This is an optimization exercise on Yosys and OpenROAD, whose aim is small area and few clock cycles, not a production implementation.
At most, simulation tests tie the RTL to the original design; equivalence was not proved.
No functional check of the RTL was part of runs 1 to 4.
Power is estimated from default activity; no workload was simulated.

File: flow/run.sh
#!/bin/bash
# The standard layout, with the input and output port buffers made from the
# smallest buffer cell (buf_1) instead of the cell buffer_ports picks itself.
# Each tool's full output goes to the log of its step under orfs/logs/, and
# make's own output to standard.log in this folder.
set -euo pipefail
bash standard.sh "BUFFER_PORTS_ARGS=-buffer_cell sky130_fd_sc_hd__buf_1" finish > standard.log 2>&1
File: standard.sh
#!/bin/bash
# synth_recipe.tcl (not shown) runs the flow's synth.tcl, then flattens the netlist and writes it again
# the make line also repeats each setting of config.mk as NAME=value (left out here)
make -C /OpenROAD-flow-scripts/flow DESIGN_CONFIG=/design/flow/config.mk WORK_HOME=/design/flow/orfs CLKGATE_MAP_FILE= SYNTH_SCRIPT=/design/flow/synth_recipe.tcl "${@:-finish}"
File: config.mk
export PLATFORM = sky130hd
export DESIGN_NAME = match_token_emitter
export DESIGN_NICKNAME = match_token_emitter
export VERILOG_FILES = /design/flow/design.v
export SDC_FILE = /design/flow/constraint.sdc
export NUM_CORES = 4
export LEC_CHECK = 0
export CAP_MARGIN = 20
export CORE_MARGIN = 2
export CORE_UTILIZATION = 65
export SLEW_MARGIN = 20
File: constraint.sdc
create_clock -name core_clock -period 10.0 [get_ports {clk}]
set_input_delay 2.0000 -clock core_clock [delete_from_list [all_inputs] [get_ports {clk}]]
set_output_delay 2.0000 -clock core_clock [all_outputs]
set_load 0.01 [all_outputs]
File: design.v
`timescale 1ns / 1ps
package mte_pkg;
  localparam int POS_BITS = 32;
  localparam int MIN_LEN_BITS = 8;
  localparam logic [MIN_LEN_BITS-1:0] MIN_LEN_RESET = MIN_LEN_BITS'(32);
  localparam logic MODE_MATCH     = 1'b0;
  localparam logic MODE_BLOCK_END = 1'b1;
  typedef logic [POS_BITS-1:0] pos_t;
  typedef struct packed {
    logic        mode;
    logic [31:0] dest_pos;
    logic [31:0] src_pos;
    logic [31:0] match_len;
    logic [31:0] block_len;
  } item_t;
  typedef struct packed {
    logic        is_block_end;
    logic [31:0] literal_start;
    logic [31:0] literal_len;
    logic [31:0] src_offset;
    logic [31:0] kept_len;
    logic [31:0] block_unmatched;
    logic [31:0] block_matched;
    logic [31:0] block_overlap;
  } token_t;
  typedef struct packed {
    pos_t cursor;
    pos_t unmatched_count;
    pos_t matched_count;
    pos_t overlap_count;
  } state_t;
endpackage
`timescale 1ns / 1ps
module mte_add #(
  parameter int W = 32
) (
  input  logic [W-1:0] a,
  input  logic [W-1:0] b,
  input  logic         ci,
  output logic [W-1:0] s,
  output logic         co
);
  localparam int N = W + 1;
  localparam int L = 6;   
  logic [N-1:0] p, g;
  logic [N-1:0] gg [0:L];
  logic [N-1:0] pp [0:L];
  assign p = {a ^ b, 1'b0};
  assign g = {a & b, ci};
  assign gg[0] = g;
  assign pp[0] = p;
  for (genvar l = 0; l < L; l++) begin : g_lvl
    for (genvar i = 0; i < N; i++) begin : g_bit
      if ((i >> l) % 2 == 1) begin : g_op
        localparam int J = ((i >> l) << l) - 1;
        assign gg[l+1][i] = gg[l][i] | (pp[l][i] & gg[l][J]);
        assign pp[l+1][i] = pp[l][i] & pp[l][J];
      end else begin : g_pass
        assign gg[l+1][i] = gg[l][i];
        assign pp[l+1][i] = pp[l][i];
      end
    end
  end
  assign s  = p[N-1:1] ^ gg[L][N-2:0];
  assign co = gg[L][N-1];
endmodule
module mte_step (
  input  mte_pkg::item_t                        item,
  input  mte_pkg::state_t                       state,
  input  logic [mte_pkg::MIN_LEN_BITS-1:0]      min_len,
  output logic                                  emit,
  output mte_pkg::token_t                       token,
  output mte_pkg::state_t                       state_next
);
  logic        mode;
  logic [31:0] d, s, len, x, c;
  logic [31:0] t, lit, kb, kept, s_back, s_kept, unm_t, unm, ov_op, m_sum, o_sum, e;
  logic        ahead, behind, kneg, e_co, keep, keep_b, keep_a;
  assign mode = item.mode;
  assign d    = item.dest_pos;
  assign s    = item.src_pos;
  assign len  = item.match_len;
  assign c    = state.cursor;
  assign x    = mode ? item.block_len : d;
  mte_add #(32) u_t (.a(x), .b(~c), .ci(1'b1), .s(t), .co(ahead));
  assign behind = !ahead;
  assign lit    = behind ? 32'd0 : t;
  logic [32:0] ka, kc, kf;
  assign ka = {1'b0, d} ^ {1'b0, len} ^ {1'b1, ~c};
  assign kc = ({1'b0, d} & {1'b0, len}) | ({1'b0, d} & {1'b1, ~c}) | ({1'b0, len} & {1'b1, ~c});
  mte_add #(33) u_k (.a(ka), .b({kc[31:0], 1'b1}), .ci(1'b0), .s(kf), .co());
  assign kb   = kf[31:0];
  logic [7:0]  thr;
  logic [33:0] za, zb, zc, zs;
  assign thr = min_len | {7'd0, ~|min_len};
  assign za  = {1'b1, ka};
  assign zb  = {kc, 1'b1};
  assign zc  = {26'h3FF_FFFF, ~thr};
  mte_add #(34) u_z (.a(za ^ zb ^ zc), .b({((za & zb) | (za & zc) | (zb & zc)), 1'b1}),
                     .ci(1'b0), .s(zs), .co());
  assign keep_b = !zs[33];
  assign keep_a = (|len[31:8]) || (len[7:0] >= min_len);
  assign keep   = behind ? keep_b : keep_a;
  assign emit   = mode || keep;
  assign kept   = behind ? kb : len;
  mte_add #(32) u_s (.a(s), .b(~t), .ci(1'b1), .s(s_back), .co());
  assign s_kept = behind ? s_back : s;
  mte_add #(32) u_u (.a(state.unmatched_count), .b(t), .ci(1'b0), .s(unm_t), .co());
  assign unm = behind ? state.unmatched_count : unm_t;
  mte_add #(32) u_m (.a(state.matched_count), .b(kept), .ci(1'b0), .s(m_sum), .co());
  assign ov_op = keep ? (behind ? ~t : 32'd0) : len;
  mte_add #(32) u_o (.a(state.overlap_count), .b(ov_op), .ci(keep && behind), .s(o_sum), .co());
  mte_add #(32) u_e (.a(d), .b(len), .ci(1'b0), .s(e), .co(e_co));
  always_comb begin
    token                 = '0;
    token.is_block_end    = mode;
    token.literal_start   = c;
    token.literal_len     = lit;
    token.src_offset      = mode ? 32'd0 : s_kept;
    token.kept_len        = mode ? 32'd0 : kept;
    token.block_unmatched = mode ? unm : 32'd0;
    token.block_matched   = mode ? state.matched_count : 32'd0;
    token.block_overlap   = mode ? state.overlap_count : 32'd0;
    state_next = state;
    state_next.overlap_count = o_sum;
    if (keep) begin
      state_next.cursor          = e_co ? 32'hFFFF_FFFF : e;
      state_next.matched_count   = m_sum;
      state_next.unmatched_count = unm;
    end
    if (mode) state_next = '0;
  end
endmodule
`timescale 1ns / 1ps
module match_token_emitter (
  input  logic                              clk,
  input  logic                              rst,
  input  logic                              item_valid,
  output logic                              item_ready,
  input  mte_pkg::item_t                    item,
  output logic                              token_valid,
  input  logic                              token_ready,
  output mte_pkg::token_t                   token,
  input  logic                              cfg_valid,
  output logic                              cfg_ready,
  input  logic [mte_pkg::MIN_LEN_BITS-1:0]  cfg_min_match_len
);
  logic [mte_pkg::MIN_LEN_BITS-1:0] min_len;
  mte_pkg::state_t                  state;
  mte_pkg::state_t                  state_next;
  logic                             emit;
  assign cfg_ready   = 1'b1;
  assign item_ready  = token_ready || !emit;
  assign token_valid = item_valid && token_ready && emit;
  always_ff @(posedge clk) begin
    if (rst) begin
      min_len <= mte_pkg::MIN_LEN_RESET;
    end else if (cfg_valid && cfg_ready) begin
      min_len <= cfg_min_match_len;
    end
  end
  mte_step u_step (
    .item       (item),
    .state      (state),
    .min_len    (min_len),
    .emit       (emit),
    .token      (token),
    .state_next (state_next)
  );
  always_ff @(posedge clk) begin
    if (rst) begin
      state <= '0;
    end else if (item_valid && item_ready) begin
      state <= state_next;
    end
  end
endmodule
==> notes.md, run 1 <==
vias in the first global route 19123; Worst EP required 8000 ps; Fmax achieved 102.8 MHz; routed length per instance 19.65 um; H-tree depth 4; power density cells 147.2 mW/mm2; gr usage total 0.4087; r2r worst-path depth 28; pre-CTS worst setup slack 190.7 ps; Root Buffer clkbuf_16; WL final 64230 um; Post-Synthesis Net Count 3064; Setup violations, final 0; nets@finish 3355; slowest CP cell a211oi_1; Worst Tran Pin Value 1053 ps; Synth-to-Final Area Change 11.50%; clk_skew 15.99 ps; GPL Wtd Cong 0.9993; min-delay src state[55]; Yosys top cell area share 0.1829; first-pass GRT wire length 99870 um; Seq/Total Area, Yosys 0.1422; Yosys reg bits 136; Slew headroom 0.2958; CP arrival 7730 ps; DP Wirelength 50420 um; Mapped Area 0.01915 mm2; die footprint 0.03085 mm2; Worst setup EP type output pin; IO Count 370; CTS tree done; GRT overflow 0; r2r setup slk 2490 ps; total setup buffers inserted after CTS 0; largest net degree at the start of global routing 114; worst skew pair latency 450 ps; WHS Endpoint state[55]; detailed-route DRC error count 0; Hold WS 477.8 ps; number of synthesis warnings 12; Final WS setup 273.6 ps; ANT nets after route 0; RR Endpoint state[63]; Initial Util 0.6636; P_leak 10.11 nW; Syn Area/Cell 7.445 um2; clock buffer depth 2; Clock transition at path regs 70 ps; CTS buffer count 17; post-route minimum period 9726 ps; Max Cap Viol 0; number of synthesized flops with an enable pin 0; WHS Path Cells 2; detailed router's first-iteration violation count 1680; initial antenna violation count 10; share of layout cells above drive strength 1 0.03999; Max FO, Critical Path 77; Worst setup SP type input pin; total clock sinks 136; row count 62; largest cells by area after synthesis ha_1 18%, dfxtp_1 14%, fa_1 7.3%; Port Buffers 368; # hold bufs at CTS 0; CP most frequent cell a21o_1; DIE WIDTH 175.6 um; drt pass-1 iters 6; Hold Violations, Final 0; Via density 6.114; FF-to-FF Start state[97]; worst vdd ir 0.1222 mV; core area 0.02886 mm2; Slew Limit Fails 0; HP Class reg2reg; Final period util 0.9726; Synth area leader ha_1; critical path class in2out; outcome finished clean; via count 19980; Syn Inst Count 2572; Unique masters post-synth 86; Post-synth ARST share 0; Vert. Die Dim 175.6 um; ys flop type dfxtp_1; max incr delay on CP 470 ps
## cells in the final DEF, fill, tap and decap left out, types with 69 or more instances in the layout
cell type / instances
nor2_1: 252
fa_1: 69
inv_1: 312
dfxtp_1: 136
nand2_1: 228
o21ai_0: 179
buf_1: 366
xnor2_1: 99
ha_1: 280
and2_1: 106
a21oi_1: 156
a21o_1: 78
## Yosys cell counts, drive strengths merged, types with 16 or more instances
cell / instances
xnor2: 100
nand3: 45
o21a: 37
or3: 16
nor2: 252
dfxtp: 136
nand4: 23
a21o: 80
a21oi: 159
nand2: 229
buf: 49
nand2b: 19
o21bai: 21
ha: 280
and2: 106
nor2b: 16
inv: 314
o21ai: 184
a22oi: 25
fa: 70
nor3: 29
mux2i: 58
xor2: 53
clkbuf: 81
## where the power goes
| part | internal (mW) | total (mW) | switching, mW |
|---|---|---|---|
| Combinational | 0.748 | 1.91 | 1.16 |
| Sequential | 0.571 | 0.603 | 0.0322 |
| Clock | 0.328 | 0.633 | 0.306 |
| Total | 1.65 | 3.14 | 1.50 |
## cell type report
class                   instances  area (um2)
well taps                     384       480.5
inverters                     315        1182
repair buffers                402        1669
fillers                      2406        7506
clock inverters                15       131.4
flip-flops and latches        136        2723
clock buffers                  17       425.4
diodes                          8       20.02
multi-input cells            1991       14720
## what timing repair did
item	CTS	global route
hold endpoints to repair	0	0
resized for setup	0	8
endpoints found under the setup margin	0	13
## how the worst max path moves through the flow
stage                   start          to  slack (ps)
global placement     item[97]   token[95]         330
CTS                  item[97]   token[95]         180
finish              item[128]  token[158]         270
floorplan           item[128]   state[31]         490
detailed placement   item[97]   token[95]         190
global route        item[128]  token[158]          -6
## metal layers
| layer | track usage | vias up | part of all wire |
|---|---|---|---|
| li1 | - | 9308 | - |
| met1 | 0.5074 | 9322 | 0.39 |
| met2 | 0.6590 | 1091 | 0.45 |
| met3 | 0.08636 | 255 | 0.10 |
| met4 | 0.2331 | 4 | 0.061 |
| met5 | 0 | - | 0.00042 |
## logic make-up after synthesis
logic type	count (synthesis)	synth area share
flip-flops	136	0.1422
AND/OR/NAND/NOR	792	0.1940
multiplexers	60	0.03149
AO/OA/AOI/OAI	635	0.2118
buffers and inverters	445	0.09422
XOR/XNOR	153	0.06998
adder cells (fa/ha/maj)	350	0.2561
other	1	0.0001958
## stage by stage
step,power [mW],setup TNS (ps),instance area (um2),instances,utilization
2_1_floorplan,1.951,0,19150,2572,-
3_3_place_gp,2.407,0,20730,3228,0.7182
3_5_place_dp,2.458,0,20730,3228,0.7182
4_1_cts,3.097,0,21280,3260,0.7375
5_1_grt,3.365,-6.203,21340,3263,0.7395
6_report,3.143,0,21350,3268,0.7399
## state kept, by name, indices dropped and copies added (netlist names)
name and flops:
state 128, min_len 8
## worst max-delay path, delay by kind of cell
kind            cells  cell delay (ps)
simple gates        5              720
fa+ha+maj           2              710
buf+inv             4              900
xor+xnor            1              370
compound gates     13             2980
==> run 2: changes to the inputs <==
--- a/design.v
+++ b/design.v
@@ -69,4 +69,5 @@
   input  mte_pkg::state_t                       state,
   input  logic [mte_pkg::MIN_LEN_BITS-1:0]      min_len,
+  input  logic                                  take,
   output logic                                  emit,
   output mte_pkg::token_t                       token,
@@ -76,5 +77,7 @@
   logic [31:0] d, s, len, x, c;
   logic [31:0] t, lit, kb, kept, s_back, s_kept, unm_t, unm, ov_op, m_sum, o_sum, e;
-  logic        ahead, behind, kneg, e_co, keep, keep_b, keep_a;
+  logic        ahead, behind, kneg, e_co, keep, keep_b, keep_a, grow, add_m;
+  logic [31:0] m_op;
+  logic [7:0]  thr;
   assign mode = item.mode;
   assign d    = item.dest_pos;
@@ -91,13 +94,7 @@
   mte_add #(33) u_k (.a(ka), .b({kc[31:0], 1'b1}), .ci(1'b0), .s(kf), .co());
   assign kb   = kf[31:0];
-  logic [7:0]  thr;
-  logic [33:0] za, zb, zc, zs;
-  assign thr = min_len | {7'd0, ~|min_len};
-  assign za  = {1'b1, ka};
-  assign zb  = {kc, 1'b1};
-  assign zc  = {26'h3FF_FFFF, ~thr};
-  mte_add #(34) u_z (.a(za ^ zb ^ zc), .b({((za & zb) | (za & zc) | (zb & zc)), 1'b1}),
-                     .ci(1'b0), .s(zs), .co());
-  assign keep_b = !zs[33];
+  assign kneg = kf[32];
+  assign thr    = min_len | {7'd0, ~|min_len};
+  assign keep_b = !kneg && ((|kb[31:8]) || (kb[7:0] >= thr));
   assign keep_a = (|len[31:8]) || (len[7:0] >= min_len);
   assign keep   = behind ? keep_b : keep_a;
@@ -108,7 +105,10 @@
   mte_add #(32) u_u (.a(state.unmatched_count), .b(t), .ci(1'b0), .s(unm_t), .co());
   assign unm = behind ? state.unmatched_count : unm_t;
-  mte_add #(32) u_m (.a(state.matched_count), .b(kept), .ci(1'b0), .s(m_sum), .co());
-  assign ov_op = keep ? (behind ? ~t : 32'd0) : len;
-  mte_add #(32) u_o (.a(state.overlap_count), .b(ov_op), .ci(keep && behind), .s(o_sum), .co());
+  assign grow  = take && !mode;
+  assign add_m = grow && keep;
+  assign m_op  = add_m ? kept : 32'd0;
+  mte_add #(32) u_m (.a(state.matched_count), .b(m_op), .ci(1'b0), .s(m_sum), .co());
+  assign ov_op = !grow ? 32'd0 : keep ? (behind ? ~t : 32'd0) : len;
+  mte_add #(32) u_o (.a(state.overlap_count), .b(ov_op), .ci(add_m && behind), .s(o_sum), .co());
   mte_add #(32) u_e (.a(d), .b(len), .ci(1'b0), .s(e), .co(e_co));
   always_comb begin
@@ -122,12 +122,12 @@
     token.block_matched   = mode ? state.matched_count : 32'd0;
     token.block_overlap   = mode ? state.overlap_count : 32'd0;
-    state_next = state;
+    state_next               = state;
     state_next.overlap_count = o_sum;
-    if (keep) begin
+    state_next.matched_count = m_sum;
+    if (add_m) begin
       state_next.cursor          = e_co ? 32'hFFFF_FFFF : e;
-      state_next.matched_count   = m_sum;
       state_next.unmatched_count = unm;
     end
-    if (mode) state_next = '0;
+    if (take && mode) state_next = '0;
   end
 endmodule
@@ -164,4 +164,5 @@
     .state      (state),
     .min_len    (min_len),
+    .take       (item_valid && item_ready),
     .emit       (emit),
     .token      (token),
@@ -171,5 +172,5 @@
     if (rst) begin
       state <= '0;
-    end else if (item_valid && item_ready) begin
+    end else begin
       state <= state_next;
     end
--- a/config.mk
+++ b/config.mk
@@ -6,4 +6,5 @@
 export NUM_CORES = 4
 export LEC_CHECK = 0
+export ABC_AREA = 1
 export CAP_MARGIN = 20
 export CORE_MARGIN = 2
==> notes.md, run 2 <==
Yosys top cell area share 0.1610 (-0.02192); drt pass-1 iters 6 (unchanged); vias in the first global route 18341 (-4.1%); first-pass GRT wire length 92490 um (-7.4%); H-tree depth 4 (unchanged); Final WS setup 578.3 ps (+304.7 ps); Unique masters post-synth 48 (-44%); GRT overflow 0 (unchanged); WHS Endpoint state[76]; Yosys reg bits 136 (unchanged); Hold WS 473.8 ps (-3.985 ps); pre-CTS worst setup slack 60.65 ps (-130.0 ps); row count 60 (-3.2%); commonest non-fill, non-tap cell in the layout inv_1; RR Endpoint state[31]; DP Wirelength 46850 um (-7.1%); non-filler instance count after layout 3499 (+7.1%); Via density 5.692 (-6.9%); detailed-route DRC error count 0 (unchanged); WHS Path Cells 2 (unchanged); Post-Synthesis Net Count 3284 (+7.2%); Worst EP required 8000 ps (about the same); CTS buffer count 17 (unchanged); Fmax achieved 106.1 MHz (+3.2%); Hold Violations, Final 0 (unchanged); Max FO, Critical Path 23 (-70%); clock buffer depth 2 (unchanged); CP arrival 7420 ps (-310 ps); min-delay src state[76]; Port Buffers 368 (unchanged); most frequent cells in the layout 566 x inv_1, 501 x nand2_1, 365 x buf_1; IO Count 370 (unchanged); Max Cap Viol 0 (unchanged); max incr delay on CP 560 ps (+90 ps); largest cells by area after synthesis ha_1 16%, dfxtp_1 15%, inv_1 12%; worst vdd ir 0.1090 mV (-11%); slowest CP cell a21boi_0; share of layout cells above drive strength 1 0.03234 (-0.007646); CTS tree done; Slew headroom 0.3743 (+0.07848); GPL Wtd Cong 1.042 (+4.2%); gr usage total 0.4021 (-0.006650); WL final 58850 um (-8.4%); Post-synth ARST share 0 (unchanged); detailed router's first-iteration violation count 1904 (+13%); Worst setup EP type output pin; dpl cells 3463 (+7.3%); Seq/Total Area, Yosys 0.1517 (+0.009515); ANT nets after route 0 (unchanged); critical path class in2out; Syn Inst Count 2847 (+11%); r2r setup slk 2170 ps (-320 ps); Final period util 0.9422 (-0.03047); Largest register FFs 128 (unchanged); clk_skew 17.35 ps (+1.357 ps); Setup violations, final 0 (unchanged); count leader, synth inv_1; number of synthesis warnings 8 (-4); Worst setup SP type input pin; FF-to-FF Start state[112]; nets@finish 3578 (+6.6%); worst skew pair latency 450 ps (about the same); die footprint 0.02896 mm2 (-6.1%); Synth-to-Final Area Change 11.15%; HP Class reg2reg; via count 19916 (-0.32%); Largest Register state; Worst Tran Pin Value 938.5 ps (-114.8 ps); largest net degree at the start of global routing 143 (+25%); Syn Area/Cell 6.304 um2 (-15%); outcome finished clean; Mapped Area 0.01795 mm2 (-6.3%); commonest cells in the synthesized netlist 567 x inv_1, 502 x nand2_1, 336 x nor2_1; ys flop type dfxtp_1; Clock transition at path regs 70 ps (about the same); routed length per instance 16.82 um (-14%); Initial Util 0.6641 (about the same); initial antenna violation count 4 (-6); Synth area leader ha_1; post-route minimum period 9422 ps (-304.7 ps); total clock sinks 136 (unchanged); Final TNS setup 0 ps (unchanged); P_leak 10.68 nW (+5.7%); Vert. Die Dim 170.2 um (-3.1%); number of synthesized flops with an enable pin 0 (unchanged); power density cells 144.7 mW/mm2 (-1.7%); r2r worst-path depth 51 (+82%); Slew Limit Fails 0 (unchanged); Root Buffer clkbuf_16; Largest regs state x128, min_len x8; core area 0.02703 mm2 (-6.3%); DIE WIDTH 170.2 um (-3.1%)
[run 2: changes by cell type after synthesis, moves of 65 or more]
cell and delta:
a21o_1 -65, and2_1 -103, nor2_1 +84, nand2_1 +273, inv_1 +254, xnor2_1 -69, a21oi_1 +119
[run 2: metrics by stage]
stage	cell area [um2]	utilization	total power, mW
final	19950	0.7382	2.886
after global routing	19940	0.7378	3.105
after CTS	19910	0.7367	2.849
after detailed placement	19340	0.7156	2.207
after global placement	19340	0.7156	2.155
after floorplan	17950	-	1.761
[run 2: area by class of cell]
cell class | count | area, um2
multi-input combinational | 2016 | 12450
fill | 2375 | 7076
sequential | 136 | 2723
inverter | 574 | 2162
timing repair buffer | 396 | 1614
clock buffer | 18 | 429.2
tap | 341 | 426.7
clock inverter | 14 | 138.9
antenna | 4 | 10.01
[run 2: kinds of logic after synthesis]
family | Yosys count | share of synthesized area
simple gates | 1007 | 0.2266
buf+inv | 695 | 0.1568
compound gates | 623 | 0.1877
fa+ha+maj | 295 | 0.2324
flops | 136 | 0.1517
xor+xnor | 82 | 0.04001
mux | 8 | 0.004462
other cells | 1 | 0.0002089
[run 2: power breakdown]
group	internal [mW]	switching, mW	total (mW)	leakage [nW]
Sequential	0.572	0.0293	0.602	1.11
Clock	0.348	0.298	0.647	0.265
Combinational	0.573	1.06	1.64	9.31
Total	1.49	1.39	2.89	10.7
[run 2: how the worst max path moves through the flow]
stage	depth (start not counted)	endpoint	start	slack [ps]
CTS	51	state[31]	item[47]	420
floorplan	57	state[61]	item[128]	960
global route	47	state[31]	item[128]	-50
global placement	51	state[31]	item[47]	250
detailed placement	51	state[31]	item[47]	60
finish	30	token[156]	item[128]	580
[run 2: layer usage]
layer,track usage,part of all wire
met3,0.07930,0.11
met5,0,0
met2,0.6304,0.44
met4,0.1884,0.044
met1,0.5329,0.41
[run 2: critical path: cells and delay by family]
family / cells / cell delay [ps]
buffers and inverters: 6 / 800
adder cells (fa/ha/maj): 2 / 700
AND/OR/NAND/NOR: 9 / 870
XOR/XNOR: 1 / 420
AO/OA/AOI/OAI: 12 / 2580
[run 2: timing repair]
| item | in CTS | in global routing |
|---|---|---|
| resized for setup | 0 | 13 |
| setup endpoints to repair | 0 | 35 |
| setup buffers | 0 | 0 |
| hold buffers | 0 | 0 |
==> run 3: changes to the inputs <==
--- a/design.v
+++ b/design.v
@@ -33,5 +33,6 @@
 `timescale 1ns / 1ps
 module mte_add #(
-  parameter int W = 32
+  parameter int W  = 32,
+  parameter int BK = 0
 ) (
   input  logic [W-1:0] a,
@@ -43,25 +44,42 @@
   localparam int N = W + 1;
   localparam int L = 6;   
-  logic [N-1:0] p, g;
-  logic [N-1:0] gg [0:L];
-  logic [N-1:0] pp [0:L];
+  logic [N-1:0] p, g, cy;
   assign p = {a ^ b, 1'b0};
   assign g = {a & b, ci};
-  assign gg[0] = g;
-  assign pp[0] = p;
-  for (genvar l = 0; l < L; l++) begin : g_lvl
-    for (genvar i = 0; i < N; i++) begin : g_bit
-      if ((i >> l) % 2 == 1) begin : g_op
-        localparam int J = ((i >> l) << l) - 1;
-        assign gg[l+1][i] = gg[l][i] | (pp[l][i] & gg[l][J]);
-        assign pp[l+1][i] = pp[l][i] & pp[l][J];
-      end else begin : g_pass
-        assign gg[l+1][i] = gg[l][i];
-        assign pp[l+1][i] = pp[l][i];
+  always_comb begin
+    logic [N-1:0] gx, px;
+    gx = g;
+    px = p;
+    if (BK == 0) begin
+      for (int l = 0; l < L; l++) begin
+        for (int i = N - 1; i >= 0; i--) begin
+          if ((i >> l) % 2 == 1) begin
+            gx[i] = gx[i] | (px[i] & gx[((i >> l) << l) - 1]);
+            px[i] = px[i] & px[((i >> l) << l) - 1];
+          end
+        end
+      end
+    end else begin
+      for (int l = 0; l < L; l++) begin
+        for (int i = N - 1; i >= 0; i--) begin
+          if ((i + 1) % (2 << l) == 0) begin
+            gx[i] = gx[i] | (px[i] & gx[i - (1 << l)]);
+            px[i] = px[i] & px[i - (1 << l)];
+          end
+        end
+      end
+      for (int l = L - 2; l >= 0; l--) begin
+        for (int i = N - 1; i >= 0; i--) begin
+          if ((i + 1) % (2 << l) == (1 << l) && i >= (2 << l)) begin
+            gx[i] = gx[i] | (px[i] & gx[i - (1 << l)]);
+            px[i] = px[i] & px[i - (1 << l)];
+          end
+        end
       end
     end
+    cy = gx;
   end
-  assign s  = p[N-1:1] ^ gg[L][N-2:0];
-  assign co = gg[L][N-1];
+  assign s  = p[N-1:1] ^ cy[N-2:0];
+  assign co = cy[N-1];
 endmodule
 module mte_step (
@@ -101,15 +119,15 @@
   assign emit   = mode || keep;
   assign kept   = behind ? kb : len;
-  mte_add #(32) u_s (.a(s), .b(~t), .ci(1'b1), .s(s_back), .co());
+  mte_add #(32, 1) u_s (.a(s), .b(~t), .ci(1'b1), .s(s_back), .co());
   assign s_kept = behind ? s_back : s;
-  mte_add #(32) u_u (.a(state.unmatched_count), .b(t), .ci(1'b0), .s(unm_t), .co());
+  mte_add #(32, 1) u_u (.a(state.unmatched_count), .b(t), .ci(1'b0), .s(unm_t), .co());
   assign unm = behind ? state.unmatched_count : unm_t;
   assign grow  = take && !mode;
   assign add_m = grow && keep;
   assign m_op  = add_m ? kept : 32'd0;
-  mte_add #(32) u_m (.a(state.matched_count), .b(m_op), .ci(1'b0), .s(m_sum), .co());
+  mte_add #(32, 1) u_m (.a(state.matched_count), .b(m_op), .ci(1'b0), .s(m_sum), .co());
   assign ov_op = !grow ? 32'd0 : keep ? (behind ? ~t : 32'd0) : len;
-  mte_add #(32) u_o (.a(state.overlap_count), .b(ov_op), .ci(add_m && behind), .s(o_sum), .co());
-  mte_add #(32) u_e (.a(d), .b(len), .ci(1'b0), .s(e), .co(e_co));
+  mte_add #(32, 1) u_o (.a(state.overlap_count), .b(ov_op), .ci(add_m && behind), .s(o_sum), .co());
+  mte_add #(32, 1) u_e (.a(d), .b(len), .ci(1'b0), .s(e), .co(e_co));
   always_comb begin
     token                 = '0;
==> flow/run.sh (replaced) <==
#!/bin/bash
# The standard layout, with two changes: the input and output port buffers
# are made from the smallest buffer cell (buf_1) instead of the cell
# buffer_ports picks itself, and synthesis leaves the adders to abc instead
# of mapping them onto the library's full- and half-adder cells first
# (ADDER_MAP_FILE empty). Registers come out of synthesis as in the standard
# flow. Each tool's full output goes to the log of its step under orfs/logs/,
# and make's own output to standard.log in this folder.
set -euo pipefail
bash standard.sh "BUFFER_PORTS_ARGS=-buffer_cell sky130_fd_sc_hd__buf_1" "ADDER_MAP_FILE=" finish > standard.log 2>&1
==> notes.md, run 3 <==
non-filler instance count after layout 4083 (+17%); FF-to-FF Start state[96]; Slew headroom 0.3274 (-0.04692); Clock transition at path regs 60 ps (about the same); number of synthesis warnings 5 (-3); die footprint 0.02901 mm2 (+0.18%); power density cells 131.3 mW/mm2 (-9.2%); Largest Register state; r2r setup slk 3450 ps (+1280 ps); max incr delay on CP 560 ps (about the same); P_leak 10.53 nW (-1.4%); ys flop type dfxtp_1; total setup buffers inserted after CTS 0 (unchanged); outcome finished clean; Max FO, Critical Path 31 (+35%); H-tree depth 4 (unchanged); via count 23024 (+16%); routed length per instance 14.90 um (-11%); Yosys reg bits 136 (unchanged); commonest non-fill, non-tap cell in the layout nand2_1; CTS buffer count 17 (unchanged); first-pass GRT wire length 95680 um (+3.4%); Unique masters post-synth 62 (+29%); Slew Limit Fails 0 (unchanged); Seq/Total Area, Yosys 0.1514 (-0.0002850); GPL Wtd Cong 1.029 (-1.2%); row count 60 (unchanged); Hold WS 495.8 ps (+22.02 ps); r2r worst-path depth 33 (-35%); Synth-to-Final Area Change 10.49%; drt pass-1 iters 12 (+6); WL final 60850 um (+3.4%); worst skew pair latency 450 ps (about the same); core area 0.02703 mm2 (unchanged); min-delay src min_len[0]; worst vdd ir 0.1231 mV (+13%); WHS Endpoint min_len[0]; CP arrival 7140 ps (-280 ps); critical path class in2out; share of layout cells above drive strength 1 0.05274 (+0.02040); Worst Setup SP item[128]; DIE WIDTH 170.3 um (about the same); Post-synth ARST share 0 (unchanged); ANT nets after route 0 (unchanged); initial antenna violation count 8 (+4); Vert. Die Dim 170.3 um (about the same); count leader, synth nand2_1; # hold bufs at CTS 0 (unchanged); Final TNS setup 0 ps (unchanged); Syn Area/Cell 5.212 um2 (-17%); Max Cap Viol 0 (unchanged); Root Buffer clkbuf_16; CTS tree done; HP Class reg2reg; Worst setup EP type output pin; gr usage total 0.4075 (+0.005441); Via density 5.639 (-0.93%); Hold Violations, Final 0 (unchanged); Largest register FFs 128 (unchanged); number of synthesized flops with an enable pin 0 (unchanged); vias in the first global route 20466 (+12%); Final WS setup 859.0 ps (+280.7 ps); clock buffer depth 2 (unchanged); commonest cells in the synthesized netlist 1051 x nand2_1, 489 x inv_1, 430 x nor2_1; largest net degree at the start of global routing 122 (-15%); Syn Inst Count 3450 (+21%); RR Endpoint state[62]; Yosys top cell area share 0.2194 (+0.05835); largest cells by area after synthesis nand2_1 22%, dfxtp_1 15%, inv_1 10%; Worst Tran Pin Value 1009 ps (+70.38 ps); GRT overflow 0 (unchanged); most frequent cells in the layout 1051 x nand2_1, 487 x inv_1, 429 x nor2_1; Mapped Area 0.01798 mm2 (+0.19%); Worst setup SP type input pin; unrepaired setup endpoints after global routing no; IO Count 370 (unchanged); detailed-route DRC error count 0 (unchanged); Final Util 0.7351 (-0.003055); CP most frequent cell nand2_1; WHS Path Cells 2 (unchanged); Initial Util 0.6654 (+0.001250); detailed router's first-iteration violation count 2287 (+20%); nets@finish 3864 (+8.0%); # resized after CTS 0 (unchanged); pre-CTS worst setup slack 1118 ps (+1057 ps); Fmax achieved 109.4 MHz (+3.1%); Post-Synthesis Net Count 3592 (+9.4%); clk_skew 20.52 ps (+3.172 ps); post-route minimum period 9141 ps (-280.7 ps); Final period util 0.9141 (-0.02807); Worst EP required 8000 ps (about the same); Port Buffers 368 (unchanged); dpl cells 4044 (+17%); Synth area leader nand2_1; Largest regs state x128, min_len x8; slowest CP cell xor2_1; DP Wirelength 47010 um (+0.33%); total clock sinks 136 (unchanged); Setup violations, final 0 (unchanged)
==> run 3: changes by cell type after synthesis, sizes merged, moves of 24 or more <==
cell	before	now
nand2	510	1093
ha	231	0
nor2	336	445
fa	64	0
inv	571	523
o21ai	246	315
nand3	72	208
xor2	51	85
or2	16	40
==> run 3: area by class of cell <==
cell class / instances / area (um2)
antenna: 7 / 17.52
clock buffer: 21 / 450.4
clock inverter: 11 / 195.2
fill: 2480 / 7158
inverter: 527 / 1979
multi-input combinational: 2662 / 12600
sequential: 136 / 2723
tap: 341 / 426.7
timing repair buffer: 378 / 1473
==> run 3: how the worst max path moves through the flow <==
stage	end	slack (ps)	cells after the start
floorplan	token[158]	2480	30
global placement	token[158]	1270	29
detailed placement	token[95]	1120	28
CTS	token[158]	980	31
global route	token[158]	320	31
finish	token[158]	860	31
==> run 3: metrics by stage <==
step | area [um2] | total power, mW
after floorplan | 17980 | 1.533
after global routing | 19860 | 2.782
after global placement | 19200 | 1.813
final | 19870 | 2.609
after detailed placement | 19200 | 1.847
after CTS | 19850 | 2.574
==> run 3: per-layer routing <==
metal / global-route usage / routed length, um / part of all wire
met3: 0.07023 / 6679 / 0.11
met2: 0.6596 / 26280 / 0.43
met1: 0.5050 / 24280 / 0.40
met5: 0 / 12 / 0.00020
met4: 0.2493 / 3590 / 0.059
==> run 3: logic make-up after synthesis <==
kind of cell,after synthesis,share of synthesized area
AOI/OAI and AO/OA,667,0.2019
xor gates and xnor gates,123,0.06074
adders and majority gates,1,0.0005567
buffers and inverters,652,0.1479
DFF,136,0.1514
muxes,5,0.002783
other,1,0.0002085
and+or+nand+nor,1865,0.4346
==> run 3: critical path: cells and delay by family <==
kind / cells / cell delay [ps]
compound gates: 4 / 750
xor+xnor: 1 / 560
buf+inv: 3 / 830
simple gates: 23 / 2960
==> run 3: report_power, final <==
part           internal, mW  switching, mW  total [mW]
registers             0.565         0.0259       0.591
logic                 0.395          0.891        1.29
clock network         0.451          0.282       0.732
==> run 4: changes to the inputs <==
--- a/design.v
+++ b/design.v
@@ -104,11 +104,9 @@
   assign c    = state.cursor;
   assign x    = mode ? item.block_len : d;
-  mte_add #(32) u_t (.a(x), .b(~c), .ci(1'b1), .s(t), .co(ahead));
+  mte_add #(32, 1) u_t (.a(x), .b(~c), .ci(1'b1), .s(t), .co(ahead));
   assign behind = !ahead;
   assign lit    = behind ? 32'd0 : t;
-  logic [32:0] ka, kc, kf;
-  assign ka = {1'b0, d} ^ {1'b0, len} ^ {1'b1, ~c};
-  assign kc = ({1'b0, d} & {1'b0, len}) | ({1'b0, d} & {1'b1, ~c}) | ({1'b0, len} & {1'b1, ~c});
-  mte_add #(33) u_k (.a(ka), .b({kc[31:0], 1'b1}), .ci(1'b0), .s(kf), .co());
+  logic [32:0] kf;
+  mte_add #(33, 1) u_k (.a({1'b0, len}), .b({1'b1, t}), .ci(1'b0), .s(kf), .co());
   assign kb   = kf[31:0];
   assign kneg = kf[32];
--- a/config.mk
+++ b/config.mk
@@ -10,3 +10,4 @@
 export CORE_MARGIN = 2
 export CORE_UTILIZATION = 65
+export CTS_BUF_LIST = sky130_fd_sc_hd__clkbuf_8
 export SLEW_MARGIN = 20
==> notes.md, run 4 <==
outcome finished clean; ys flop type dfxtp_1; first-pass GRT wire length 92240 um (-3.6%); Reg area 0.002723 mm2 (unchanged); min-delay src state[76]; GPL Wtd Cong 1.026 (-0.30%); Final Util 0.7337 (-0.001439); DP Wirelength 46280 um (-1.6%); Worst setup SP type input pin; routed length per instance 15.26 um (+2.4%); Max Cap Viol 0 (unchanged); critical path class in2out; drt pass-1 iters 7 (-5); vias in the first global route 19589 (-4.3%); H-tree depth 4 (unchanged); Synth-to-Final Area Change 10.24%; Worst EP required 8000 ps (about the same); P_leak 9.819 nW (-6.8%); CP arrival 7300 ps (+160 ps); Mapped Area 0.01681 mm2 (-6.5%); multi-input combinational cell area 0.01150 mm2 (-8.7%); Initial Util 0.6655 (about the same); Post-Synthesis Net Count 3381 (-5.9%); WL final 58880 um (-3.2%); row count 58 (-3.3%); max incr delay on CP 220 ps (-340 ps); Post-synth ARST share 0 (unchanged); Final period util 0.9296 (+0.01547); largest net degree at the start of global routing 98 (-20%); Largest Register state; Syn Inst Count 3239 (-6.1%); post-route minimum period 9296 ps (+154.7 ps); gr usage total 0.4222 (+0.01469); Worst setup EP type output pin; Unique masters post-synth 58 (-6.5%); Synth area leader nand2_1; Slew Limit Fails 0 (unchanged); largest cells by area after synthesis nand2_1 21%, dfxtp_1 16%, inv_1 10%; CP most frequent cell nand2_1; # hold bufs at CTS 0 (unchanged); Slew headroom 0.3401 (+0.01273); Root Buffer clkbuf_8; count leader, synth nand2_1; clk_skew 27.43 ps (+6.906 ps); Worst Setup SP item[128]; clock buffer depth 2 (unchanged); HP Class reg2reg; Clock transition at path regs 80 ps (+20 ps); detailed router's first-iteration violation count 2320 (+1.4%); slowest CP cell o21ai_2; commonest non-fill, non-tap cell in the layout nand2_1; Largest register FFs 128 (unchanged); Port Buffers 368 (unchanged); via count 21668 (-5.9%); most frequent cells in the layout 948 x nand2_1, 465 x inv_1, 462 x nor2_1; Final TNS setup 0 ps (unchanged); Setup violations, final 0 (unchanged); Largest regs state x128, min_len x8; unrepaired setup endpoints after global routing no; number of synthesis warnings 4 (-1); Yosys reg bits 136 (unchanged); GRT overflow 0 (unchanged); detailed-route DRC error count 0 (unchanged); placed inst area 0.01806 mm2 (-6.0%); CTS tree done; number of synthesized flops with an enable pin 0 (unchanged); Syn Area/Cell 5.189 um2 (-0.44%); nets@finish 3657 (-5.4%); CTS buffer count 17 (unchanged); Hold WS 495.7 ps (-0.1460 ps); Fmax achieved 107.6 MHz (-1.7%); IO Count 370 (unchanged); initial antenna violation count 0 (-8); total clock sinks 136 (unchanged); power density cells 133.7 mW/mm2 (+1.8%); FF-to-FF Start state[101]; Hold Violations, Final 0 (unchanged); die footprint 0.02716 mm2 (-6.4%); share of layout cells above drive strength 1 0.05754 (+0.004795); fillers 2326 (-6.2%); final instance area 0.01853 mm2 (-6.7%); core area 0.02525 mm2 (-6.6%); Yosys top cell area share 0.2124 (-0.006998); Seq/Total Area, Yosys 0.1620 (+0.01058); commonest cells in the synthesized netlist 951 x nand2_1, 467 x inv_1, 463 x nor2_1; Vert. Die Dim 164.8 um (-3.2%); Max FO, Critical Path 16 (-48%); worst vdd ir 0.09944 mV (-19%); worst skew pair latency 490 ps (+40 ps); Via density 5.615 (-0.43%); Worst Tran Pin Value 989.8 ps (-19.10 ps); ANT nets after route 0 (unchanged); DIE WIDTH 164.8 um (-3.2%)
## run 4: cell count changes after synthesis, sizes merged, moves of 11 or more
cell,delta
xor2,-31
inv,-17
nor2,+35
a21oi,-48
clkbuf,+13
o21ai,+12
nand2,-108
xnor2,+11
nand3,-45
## run 4: through the flow
| step | total power [mW] | std cells | setup slack (ps) |
|---|---|---|---|
| 6_report | 2.477 | 3859 | 704.3 |
| 5_1_grt | 2.640 | 3858 | 2.449 |
| 2_1_floorplan | 1.539 | 3239 | 1628 |
| 3_5_place_dp | 1.894 | 3826 | 392.4 |
| 3_3_place_gp | 1.867 | 3826 | 639.8 |
| 4_1_cts | 2.437 | 3858 | 350.4 |
## run 4: path summary, 6_finish.rpt
check | depth (start not counted) | to | slack [ps]
worst min register to register | 2 | state[76] | 500
worst max register to register | 47 | state[62] | 3270
worst max-delay path | 47 | token[94] | 700
worst min-delay path | 2 | state[76] | 500
## run 4: repair_timing
item | 4_1_cts | 5_1_grt
gates resized for setup | 0 | 15
endpoints found under the setup margin | 0 | 11
setup buffers | 0 | 0
## run 4: layout make-up
class,count,area share
Timing Repair Buffer,385,0.08225
Inverter,512,0.1041
Clock inverter,15,0.01074
Clock buffer,17,0.01263
Sequential cell,136,0.1469
Tap cell,330,0.02228
Multi-Input combinational cell,2463,0.6209
Antenna cell,1,0.0001351
## run 4: worst max-delay path: cells and delay by family
family | cells | cell delay [ps]
buf+inv | 4 | 580
compound gates | 8 | 1230
simple gates | 33 | 3090
xor+xnor | 2 | 340
## run 4: cell families after synthesis
| logic type | count (synthesis) | share of synthesized area |
|---|---|---|
| XOR/XNOR | 103 | 0.05501 |
| other | 1 | 0.0002231 |
| buffers and inverters | 640 | 0.1555 |
| AND/OR/NAND/NOR | 1745 | 0.4300 |
| AO/OA/AOI/OAI | 608 | 0.1937 |
| flip-flops | 136 | 0.1620 |
| multiplexers | 6 | 0.003573 |
## run 4: power breakdown
part | leakage, nW | switching [mW] | total [mW] | internal, mW
combinational | 8.50 | 0.934 | 1.33 | 0.399
clock | 0.213 | 0.311 | 0.548 | 0.237
sequential | 1.11 | 0.0248 | 0.595 | 0.570
## run 4: metal layers
metal  up-vias  track usage  routed length [um]
li1      10667            -                   -
met4         0       0.2941                4532
met2      1230       0.7189               26880
met1      9447       0.4782               21980
met5         -            0                   0
met3       324      0.07634                5491
==> run 5: changes to the inputs <==
--- a/design.v
+++ b/design.v
@@ -94,6 +94,6 @@
   logic        mode;
   logic [31:0] d, s, len, x, c;
-  logic [31:0] t, lit, kb, kept, s_back, s_kept, unm_t, unm, ov_op, m_sum, o_sum, e;
-  logic        ahead, behind, kneg, e_co, keep, keep_b, keep_a, grow, add_m;
+  logic [31:0] t, lit, kb, kept, s_back, s_kept, unm, ov_op, m_sum, o_sum, e;
+  logic        ahead, behind, kneg, e_co, keep, grow, add_m;
   logic [31:0] m_op;
   logic [7:0]  thr;
@@ -108,17 +108,17 @@
   assign lit    = behind ? 32'd0 : t;
   logic [32:0] kf;
-  mte_add #(33, 1) u_k (.a({1'b0, len}), .b({1'b1, t}), .ci(1'b0), .s(kf), .co());
+  logic        on_len;
+  assign on_len = behind && !mode;
+  mte_add #(33, 1) u_k (.a({1'b0, on_len ? len : state.unmatched_count}), .b({behind, t}),
+                        .ci(1'b0), .s(kf), .co());
   assign kb   = kf[31:0];
   assign kneg = kf[32];
-  assign thr    = min_len | {7'd0, ~|min_len};
-  assign keep_b = !kneg && ((|kb[31:8]) || (kb[7:0] >= thr));
-  assign keep_a = (|len[31:8]) || (len[7:0] >= min_len);
-  assign keep   = behind ? keep_b : keep_a;
+  assign thr    = min_len | {7'd0, behind && ~|min_len};
+  assign keep   = !(behind && kneg) && ((|kept[31:8]) || (kept[7:0] >= thr));
   assign emit   = mode || keep;
   assign kept   = behind ? kb : len;
   mte_add #(32, 1) u_s (.a(s), .b(~t), .ci(1'b1), .s(s_back), .co());
   assign s_kept = behind ? s_back : s;
-  mte_add #(32, 1) u_u (.a(state.unmatched_count), .b(t), .ci(1'b0), .s(unm_t), .co());
-  assign unm = behind ? state.unmatched_count : unm_t;
+  assign unm = behind ? state.unmatched_count : kf[31:0];
   assign grow  = take && !mode;
   assign add_m = grow && keep;
--- a/config.mk
+++ b/config.mk
@@ -11,3 +11,4 @@
 export CORE_UTILIZATION = 65
 export CTS_BUF_LIST = sky130_fd_sc_hd__clkbuf_8
+export CTS_CLUSTER_SIZE = 10
 export SLEW_MARGIN = 20
==> notes.md, run 5 <==
commonest non-fill, non-tap cell in the layout nand2_1; DIE WIDTH 162.9 um (-1.1%); outcome finished clean; post-route minimum period 9529 ps (+233.1 ps); power density cells 142.9 mW/mm2 (+6.9%); clk_skew 28.66 ps (+1.239 ps); largest net degree at the start of global routing 72 (-27%); ANT nets after route 0 (unchanged); Final TNS setup 0 ps (unchanged); Tot Pwr 2.596 mW (+4.8%); core area 0.02496 mm2 (-1.1%); gr usage total 0.4355 (+0.01330); H-tree depth 4 (unchanged); vias in the first global route 19006 (-3.0%); worst skew pair latency 510 ps (+20 ps); Mapped Area 0.01642 mm2 (-2.3%); non-filler instance count after layout 3791 (-1.8%); Max FO, Critical Path 31 (+15); cell internal pwr 1.258 mW (+4.2%); simple-gate share of the synthesized area 0.4389 (+0.008962); drt pass-1 iters 9 (+2); total setup buffers inserted after CTS 0 (unchanged); r2r setup slk 2730 ps (-540 ps); XOR/XNOR Fraction of Synth Area 0.04535 (-0.009663); Final Util 0.7276 (-0.006054); nets@finish 3591 (-1.8%); P_leak 9.867 nW (+0.49%); Hold Violations, Final 0 (unchanged); commonest cells in the synthesized netlist 971 x nand2_1, 503 x inv_1, 433 x nor2_1; row count 58 (unchanged); HP Class reg2reg; largest family of logic cells by synthesized area simple AND/OR/NAND/NOR gates; Largest register FFs 128 (unchanged); slowest CP cell buf_4; post-synthesis compound-gate area fraction 0.1833 (-0.01039); final instance area 0.01816 mm2 (-2.0%); via count 21416 (-1.2%); Initial Util 0.6576 (-0.007949); Slew Limit Fails 0 (unchanged); Via density 5.649 (+0.61%); Yosys reg bits 136 (unchanged); Worst Tran Pin Value 802.3 ps (-187.5 ps); Hold WS 480.4 ps (-15.26 ps); CP most frequent cell nand2_1; Post-Synthesis Net Count 3317 (-1.9%); GPL Wtd Cong 1.012 (-1.4%); first-pass GRT wire length 92310 um (about the same); Root Buffer clkbuf_8; largest cells by area after synthesis nand2_1 22%, dfxtp_1 17%, inv_1 12%; routed length per instance 15.83 um (+3.7%); Final period util 0.9529 (+0.02331); pre-CTS worst setup slack 264.4 ps (-128.0 ps); Largest regs state x128, min_len x8; Switching Share 0.5156 (+0.002707); Vert. Die Dim 162.9 um (-1.1%); worst vdd ir 0.08287 mV (-17%); dpl cells 3759 (-1.8%); Worst setup EP type output pin; GRT overflow 0 (unchanged); fillers 2362 (+1.5%); Syn Area/Cell 5.170 um2 (-0.36%); CTS buffer count 17 (unchanged); Port Buffers 368 (unchanged); Seq pwr share 0.231 (-0.009); detailed router's first-iteration violation count 2323 (+0.13%); Worst setup SP type input pin; WL final 60010 um (+1.9%); IO Count 370 (unchanged); Unique masters post-synth 55 (-5.2%); placed inst area 0.01768 mm2 (-2.1%); Max Cap Viol 0 (unchanged); Fmax achieved 104.9 MHz (-2.4%); most frequent cells in the layout 970 x nand2_1, 500 x inv_1, 433 x nor2_1; Largest Register state; Yosys top cell area share 0.2220 (+0.009640); DP Wirelength 46590 um (+0.68%); NetSw 1.339 mW (+5.4%); Slew headroom 0.4652 (+0.1250); Final WS setup 471.2 ps (-233.1 ps); clock buffer depth 2 (unchanged); max incr delay on CP 390 ps (+170 ps); ys flop type dfxtp_1; total clock sinks 136 (unchanged); Synth-to-Final Area Change 10.66%; die footprint 0.02654 mm2 (-2.3%); Worst EP required 8000 ps (about the same); # diodes 0 (-1); Clk pwr share 0.208 (-0.013); CP arrival 7530 ps (+230 ps); critical path class in2out; number of synthesized flops with an enable pin 0 (unchanged); number of synthesis warnings 4 (unchanged); Seq/Total Area, Yosys 0.1659 (+0.003865); # hold bufs at CTS 0 (unchanged); detailed-route DRC error count 0 (unchanged); Clock transition at path regs 80 ps (about the same); initial antenna violation count 0 (unchanged); Setup violations, final 0 (unchanged); Post-synth ARST share 0 (unchanged); share of layout cells above drive strength 1 0.04883 (-0.008710); Adder-Cell Fraction of Synth Area 0 (unchanged); Synth area leader nand2_1; CTS tree done; count leader, synth nand2_1; unrepaired setup endpoints after global routing yes; Syn Inst Count 3175 (-2.0%); mux cell area share after synthesis 0.0006098 (-0.002964); combinational share of power 0.561 (+0.022)
[run 5: path summary, 6_finish.rpt]
check             start         end  depth (start not counted)
min reg2reg   state[75]   state[75]                          2
max           item[128]  item_ready                         42
max reg2reg  state[103]   state[30]                         56
min           state[75]   state[75]                          2
[run 5: per-layer routing]
layer  GRT usage  share of wire  routed length, um  vias up
met3     0.05780          0.097               5849      327
li1            -              -                  -    10434
met5           0              0                  0        -
met4      0.2981          0.081               4884        0
met2      0.7327           0.45              27050     1295
met1      0.5157           0.37              22220     9360
[run 5: final cells by class]
cell class	instances	area (um2)	area share
Clock buffer	17	234.0	0.01288
Clock inverter	14	186.4	0.01026
Inverter	518	1954	0.1076
Multi-Input combinational cell	2380	11040	0.6077
Sequential cell	136	2723	0.1499
Tap cell	330	412.9	0.02273
Timing Repair Buffer	396	1615	0.08892
[run 5: cells by family (layout without fill, tap and decap cells)]
group / count (synthesis) / in the layout
flip-flops: 136 / 136
XOR/XNOR: 85 / 85
AO/OA/AOI/OAI: 551 / 551
buffers and inverters: 660 / 945
other: 1 / 1
AND/OR/NAND/NOR: 1741 / 1742
multiplexers: 1 / 1
[run 5: critical path, delay by kind of cell]
family | cells | cell delay, ps
buffers and inverters | 5 | 1030
AND/OR/NAND/NOR | 37 | 4470
[run 5: power by group through the flow]
| stage | Sequential [mW] | Combinational, mW | Clock [mW] |
|---|---|---|---|
| 3_3_place_gp | 0.609 | 1.37 | 0 |
| 6_report | 0.599 | 1.46 | 0.541 |
| 5_1_grt | 0.602 | 1.61 | 0.558 |
| 3_5_place_dp | 0.610 | 1.40 | 0 |
| 4_1_cts | 0.597 | 1.41 | 0.533 |
| 2_1_floorplan | 0.602 | 1.01 | 0 |
[run 5: timing repair]
action	CTS	global route
endpoints found under the setup margin	0	19
resized for setup	0	19
endpoints found under the hold margin	0	0
Testbench counts of run 5, summed over its fixed seeds: cycles 24,000.
==> run 6: changes to the inputs <==
--- a/config.mk
+++ b/config.mk
@@ -10,5 +10,3 @@
 export CORE_MARGIN = 2
 export CORE_UTILIZATION = 65
-export CTS_BUF_LIST = sky130_fd_sc_hd__clkbuf_8
-export CTS_CLUSTER_SIZE = 10
 export SLEW_MARGIN = 20
==> notes.md, run 6 <==
outcome finished clean; worst vdd ir 0.1178 mV (+42%); Unique masters post-synth 55 (unchanged); total clock sinks 136 (unchanged); nets@finish 3591 (unchanged); # resized after CTS 0 (unchanged); largest net degree at the start of global routing 72 (unchanged); routed length per instance 16.00 um (+1.1%); Max Cap Viol 0 (unchanged); worst skew pair latency 450 ps (-60 ps); ys flop type dfxtp_1; ANT nets after route 0 (unchanged); Max FO, Critical Path 31 (unchanged); Synth area leader nand2_1; CTS tree done; largest cells by area after synthesis nand2_1 22%, dfxtp_1 17%, inv_1 12%; Hold Violations, Final 0 (unchanged); Syn Inst Count 3175 (unchanged); vias in the first global route 19242 (+1.2%); Seq/Total Area, Yosys 0.1659 (unchanged); slowest CP cell buf_4; commonest cells in the synthesized netlist 971 x nand2_1, 503 x inv_1, 433 x nor2_1; number of synthesized flops with an enable pin 0 (unchanged); count leader, synth nand2_1; WL final 60670 um (+1.1%); # hold bufs at CTS 0 (unchanged); Worst Tran Pin Value 792.4 ps (-9.831 ps); DP Wirelength 46590 um (unchanged); Vert. Die Dim 162.9 um (unchanged); placed inst area 0.01768 mm2 (unchanged); gr usage total 0.4404 (+0.004854); HP Class reg2reg; Synth-to-Final Area Change 11.84%; H-tree depth 4 (unchanged); FF-to-FF Start state[103]; first-pass GRT wire length 93450 um (+1.2%); clock buffer depth 2 (unchanged); CTS buffer count 17 (unchanged); Slew headroom 0.4717 (+0.006554); initial antenna violation count 0 (unchanged); critical path class in2out; dpl cells 3759 (unchanged); GRT overflow 0 (unchanged); RR Endpoint state[31]; number of synthesis warnings 4 (unchanged); final instance area 0.01836 mm2 (+1.1%); max incr delay on CP 380 ps (about the same); WHS Endpoint state[75]; detailed router's first-iteration violation count 2421 (+4.2%); Via density 5.683 (+0.60%); GPL Wtd Cong 1.012 (unchanged); Port Buffers 368 (unchanged); non-filler instance count after layout 3792 (+0.026%); DIE WIDTH 162.9 um (unchanged); min-delay src state[75]; Initial Util 0.6576 (unchanged); Root Buffer clkbuf_16; core area 0.02496 mm2 (unchanged); Setup violations, final 0 (unchanged); Post-synth ARST share 0 (unchanged); share of layout cells above drive strength 1 0.04883 (unchanged); Largest regs state x128, min_len x8; row count 58 (unchanged); post-route minimum period 9485 ps (-43.57 ps); commonest non-fill, non-tap cell in the layout nand2_1; most frequent cells in the layout 970 x nand2_1, 500 x inv_1, 433 x nor2_1; Post-Synthesis Net Count 3317 (unchanged); r2r worst-path depth 54 (-3.6%); Largest register FFs 128 (unchanged); Slew Limit Fails 0 (unchanged); CP most frequent cell nand2_1; Worst EP required 8000 ps (about the same); Clock transition at path regs 60 ps (-20 ps); Worst setup EP type output pin; via count 21551 (+0.63%); drt pass-1 iters 7 (-2); WHS Path Cells 2 (unchanged); unrepaired setup endpoints after global routing yes; Fmax achieved 105.4 MHz (+0.46%); Worst setup SP type input pin; IO Count 370 (unchanged); detailed-route DRC error count 0 (unchanged); Final period util 0.9485 (-0.004357); total setup buffers inserted after CTS 0 (unchanged); r2r setup slk 2730 ps (about the same); clk_skew 14.30 ps (-14.37 ps); P_leak 9.954 nW (+0.88%); power density cells 150.8 mW/mm2 (+5.5%); CP arrival 7490 ps (-40 ps); Mapped Area 0.01642 mm2 (unchanged); Largest Register state; Yosys top cell area share 0.2220 (unchanged); Yosys reg bits 136 (unchanged); die footprint 0.02654 mm2 (unchanged); Syn Area/Cell 5.170 um2 (unchanged)
[run 6: metrics by stage]
step           setup slack [ps]  hold WS (ps)  power (mW)  TNS [ps]  utilization
3_3_place_gp              500.3         457.5       1.979         0       0.7080
2_1_floorplan              1245         439.0       1.608         0            -
6_report                  514.7         486.4       2.769         0       0.7354
4_1_cts                   258.3         480.2       2.708         0       0.7326
3_5_place_dp              264.4         469.0       2.007         0       0.7080
5_1_grt                  -140.3         491.8       2.937    -422.3       0.7353
[run 6: cell families (layout without fill, tap and decap cells)]
kind of cell	after synthesis	after routing	share of synthesized area
flops	136	136	0.1659
mux	1	1	0.0006098
simple gates	1741	1742	0.4389
compound gates	551	551	0.1833
buf+inv	660	945	0.1657
xor+xnor	85	85	0.04535
other cells	1	2	0.0002284
[run 6: power breakdown]
part,switching [mW],internal (mW)
clock network,0.310,0.400
logic,1.03,0.432
registers,0.0262,0.573
[run 6: how the worst max path moves through the flow]
stage / slack, ps / startpoint / to / depth (start not counted)
final: 510 / item[128] / item_ready / 40
after global placement: 500 / item[128] / token[158] / 50
after CTS: 260 / item[128] / token[158] / 50
after floorplan: 1240 / item[128] / token[158] / 52
after detailed placement: 260 / item[128] / token[158] / 50
after global routing: -140 / item[128] / token[158] / 50
[run 6: final cells by class]
type,count,area [um2]
multi-input combinational,2380,11040
fill,2327,6605
sequential,136,2723
inverter,518,1954
timing repair buffer,396,1615
clock buffer,17,425.4
tap,330,412.9
clock inverter,14,186.4
antenna,1,2.502
[run 6: worst max-delay path, delay by kind of cell]
kind | cells | cell delay [ps]
AND/OR/NAND/NOR | 34 | 4320
buffers and inverters | 5 | 1020
AO/OA/AOI/OAI | 1 | 140
[run 6: layer usage]
layer | GRT usage | part of all wire | up-vias
met1 | 0.5115 | 0.37 | 9480
met5 | 0 | 0 | -
met4 | 0.3113 | 0.080 | 0
met3 | 0.07003 | 0.095 | 325
li1 | - | - | 10443
met2 | 0.7396 | 0.45 | 1303
==> run 7: changes to the inputs <==
--- a/config.mk
+++ b/config.mk
@@ -10,3 +10,4 @@
 export CORE_MARGIN = 2
 export CORE_UTILIZATION = 65
+export CTS_BUF_LIST = sky130_fd_sc_hd__clkbuf_8 sky130_fd_sc_hd__clkbuf_16
 export SLEW_MARGIN = 20
==> notes.md, run 7 <==
DP Wirelength 46590 um (unchanged); Final Util 0.7354 (unchanged); unrepaired setup endpoints after global routing yes; Largest register FFs 128 (unchanged); GRT met2 Usage 0.7396 (unchanged); number of synthesis warnings 4 (unchanged); P_leak 9.954 nW (unchanged); Port Buffers 368 (unchanged); worst vdd ir 0.1178 mV (unchanged); vias in the first global route 19242 (unchanged); CTS tree done; CP arrival 7490 ps (about the same); Syn Area/Cell 5.170 um2 (unchanged); clock buffer depth 2 (unchanged); placed inst area 0.01768 mm2 (unchanged); Switching Share 0.4928 (unchanged); post-route minimum period 9485 ps (unchanged); Worst setup EP type output pin; DIE WIDTH 162.9 um (unchanged); NetSw 1.365 mW (unchanged); pre-CTS worst setup slack 264.4 ps (unchanged); total clock sinks 136 (unchanged); number of synthesized flops with an enable pin 0 (unchanged); dpl cells 3759 (unchanged); die footprint 0.02654 mm2 (unchanged); initial antenna violation count 0 (unchanged); Synth area leader nand2_1; Final WS setup 514.7 ps (unchanged); detailed router's first-iteration violation count 2421 (unchanged); cell family with most CP delay simple AND/OR/NAND/NOR gates; Post-synth ARST share 0 (unchanged); via count 21551 (unchanged); Largest Register state; Root Buffer clkbuf_16; Synth-to-Final Area Change 11.84% (unchanged); count leader, synth nand2_1; final instance area 0.01836 mm2 (unchanged); total setup buffers inserted after CTS 0 (unchanged); row count 58 (unchanged); CP most frequent cell nand2_1; grt met1 use 0.5115 (unchanged); HP Class reg2reg; commonest non-fill, non-tap cell in the layout nand2_1; commonest cells in the synthesized netlist 971 x nand2_1, 503 x inv_1, 433 x nor2_1; combinational share of power 0.527 (about the same); largest net degree at the start of global routing 72 (unchanged); critical path class in2out; most frequent cells in the layout 970 x nand2_1, 500 x inv_1, 433 x nor2_1; worst skew pair latency 450 ps (about the same); Slew Limit Fails 0 (unchanged); Initial Util 0.6576 (unchanged); detailed-route DRC error count 0 (unchanged); H-tree depth 4 (unchanged); slowest CP cell buf_4; Yosys reg bits 136 (unchanged); Final TNS setup 0 ps (unchanged); Fmax achieved 105.4 MHz (unchanged); Setup violations, final 0 (unchanged); IO Count 370 (unchanged); Seq pwr share 0.216 (about the same); Hold Violations, Final 0 (unchanged); Max FO, Critical Path 31 (unchanged); Worst EP required 8000 ps (about the same); Max Cap Viol 0 (unchanged); gr busiest metal met2; Yosys top cell area share 0.2220 (unchanged); Largest regs state x128, min_len x8; # hold bufs at CTS 0 (unchanged); Syn Inst Count 3175 (unchanged); met3 Usage GRT 0.07003 (unchanged); cell internal pwr 1.404 mW (unchanged); power density cells 150.8 mW/mm2 (unchanged); core area 0.02496 mm2 (unchanged); Clock transition at path regs 60 ps (about the same); Final period util 0.9485 (unchanged); routed length per instance 16.00 um (unchanged); Via density 5.683 (unchanged); Seq/Total Area, Yosys 0.1659 (unchanged); WL final 60670 um (unchanged); first-pass GRT wire length 93450 um (unchanged); Mapped Area 0.01642 mm2 (unchanged); Unique masters post-synth 55 (unchanged); GRT overflow 0 (unchanged); max incr delay on CP 380 ps (about the same); Worst Tran Pin Value 792.4 ps (unchanged); outcome finished clean; share of layout cells above drive strength 1 0.04883 (unchanged); Worst setup SP type input pin; gr usage total 0.4404 (unchanged); nets@finish 3591 (unchanged); GPL Wtd Cong 1.012 (unchanged); drt pass-1 iters 7 (unchanged); Worst Path Buf+Inv 5 (unchanged); ANT nets after route 0 (unchanged); Vert. Die Dim 162.9 um (unchanged); CTS buffer count 17 (unchanged); Clk pwr share 0.256 (about the same); # resized after CTS 0 (unchanged); Slew headroom 0.4717 (unchanged); non-filler instance count after layout 3792 (unchanged); ys flop type dfxtp_1; clk_skew 14.30 ps (unchanged); Post-Synthesis Net Count 3317 (unchanged); largest cells by area after synthesis nand2_1 22%, dfxtp_1 17%, inv_1 12%
==> run 7: cell counts in the layout (fill, tap and decap cells not counted) <==
Identical to the previous run, type by type.
==> run 7: cells by family (layout without fill, tap and decap cells) <==
| kind of cell | count (synthesis) | in the layout | synth area share |
|---|---|---|---|
| multiplexers | 1 | 1 | 0.0006098 |
| AND/OR/NAND/NOR | 1741 | 1742 | 0.4389 |
| XOR/XNOR | 85 | 85 | 0.04535 |
| other | 1 | 2 | 0.0002284 |
| AO/OA/AOI/OAI | 551 | 551 | 0.1833 |
| buffers and inverters | 660 | 945 | 0.1657 |
| flip-flops | 136 | 136 | 0.1659 |
==> run 7: power groups by stage <==
| stage | combinational (mW) | sequential (mW) | clock [mW] |
|---|---|---|---|
| 2_1_floorplan | 1.01 | 0.602 | 0 |
| 3_3_place_gp | 1.37 | 0.609 | 0 |
| 3_5_place_dp | 1.40 | 0.610 | 0 |
| 4_1_cts | 1.41 | 0.598 | 0.701 |
| 5_1_grt | 1.61 | 0.602 | 0.725 |
| 6_report | 1.46 | 0.599 | 0.710 |
==> run 7: tightest hold or removal path, stage by stage, from the launching register on <==
cell,delay (ps)
dfxtp_1,300
inv_1,80
a21oi_1,60
==> run 7: area by class of cell <==
type	instances	area (um2)
Antenna cell	1	2.502
Clock buffer	17	425.4
Clock inverter	14	186.4
Fill cell	2327	6605
Inverter	518	1954
Multi-Input combinational cell	2380	11040
Sequential cell	136	2723
Tap cell	330	412.9
Timing Repair Buffer	396	1615
==> run 7: metal layers <==
| metal | vias up | wire length [um] | part of all wire |
|---|---|---|---|
| met5 | - | 0 | 0 |
| met2 | 1303 | 27530 | 0.45 |
| met4 | 0 | 4830 | 0.080 |
| li1 | 10443 | - | - |
| met3 | 325 | 5760 | 0.095 |
| met1 | 9480 | 22550 | 0.37 |
==> run 7: stage by stage <==
stage / hold slack [ps] / power, mW
finish: 486.4 / 2.769
global route: 491.8 / 2.937
CTS: 480.2 / 2.708
detailed placement: 469.0 / 2.007
global placement: 457.5 / 1.979
floorplan: 439.0 / 1.608
==> run 7: path summary, 6_finish.rpt <==
kind	startpoint	end	slack (ps)	cells after the start
min	state[75]	state[75]	490	2
max reg2reg	state[103]	state[31]	2730	54
min reg2reg	state[75]	state[75]	490	2
max	item[128]	item_ready	510	40

==> what the ideal ports hide <==
No port has a modelled driver above. Below, the same layouts with a new extraction and two added sets of constraints.
Step 1 (the two cells are an assumption about what drives the block):
set clk [get_ports {clk}]
set_driving_cell -lib_cell sky130_fd_sc_hd__clkbuf_16 $clk
set_driving_cell -lib_cell sky130_fd_sc_hd__buf_2 [delete_from_list [all_inputs] $clk]
Step 2 also shifts input and output timing later by t, the mid clock arrival at the registers, as if the neighbouring blocks saw the same clock.
Three values: ideal ports, drivers, drivers and shift; two values: the first two.
run	t, ns	setup WS [ns]	pins driven straight from the clock port
run 1	0.495	0.274 / 0.239 / 0.239	1
run 2	0.486	0.578 / 0.552 / 0.129	1
run 3	0.493	0.859 / 0.829 / 0.829	1
run 4	0.527	0.704 / 0.680 / 0.680	1
run 5	0.545	0.471 / 0.448 / 0.283	1
run 6	0.494	0.515 / 0.491 / 0.293	1
run 7	0.494	0.515 / 0.491 / 0.293	1
After both steps every run listed still meets setup and hold. The setup slack of run 2, which loses most, moves by -0.026 ns with the drivers and by -0.449 ns with both steps.
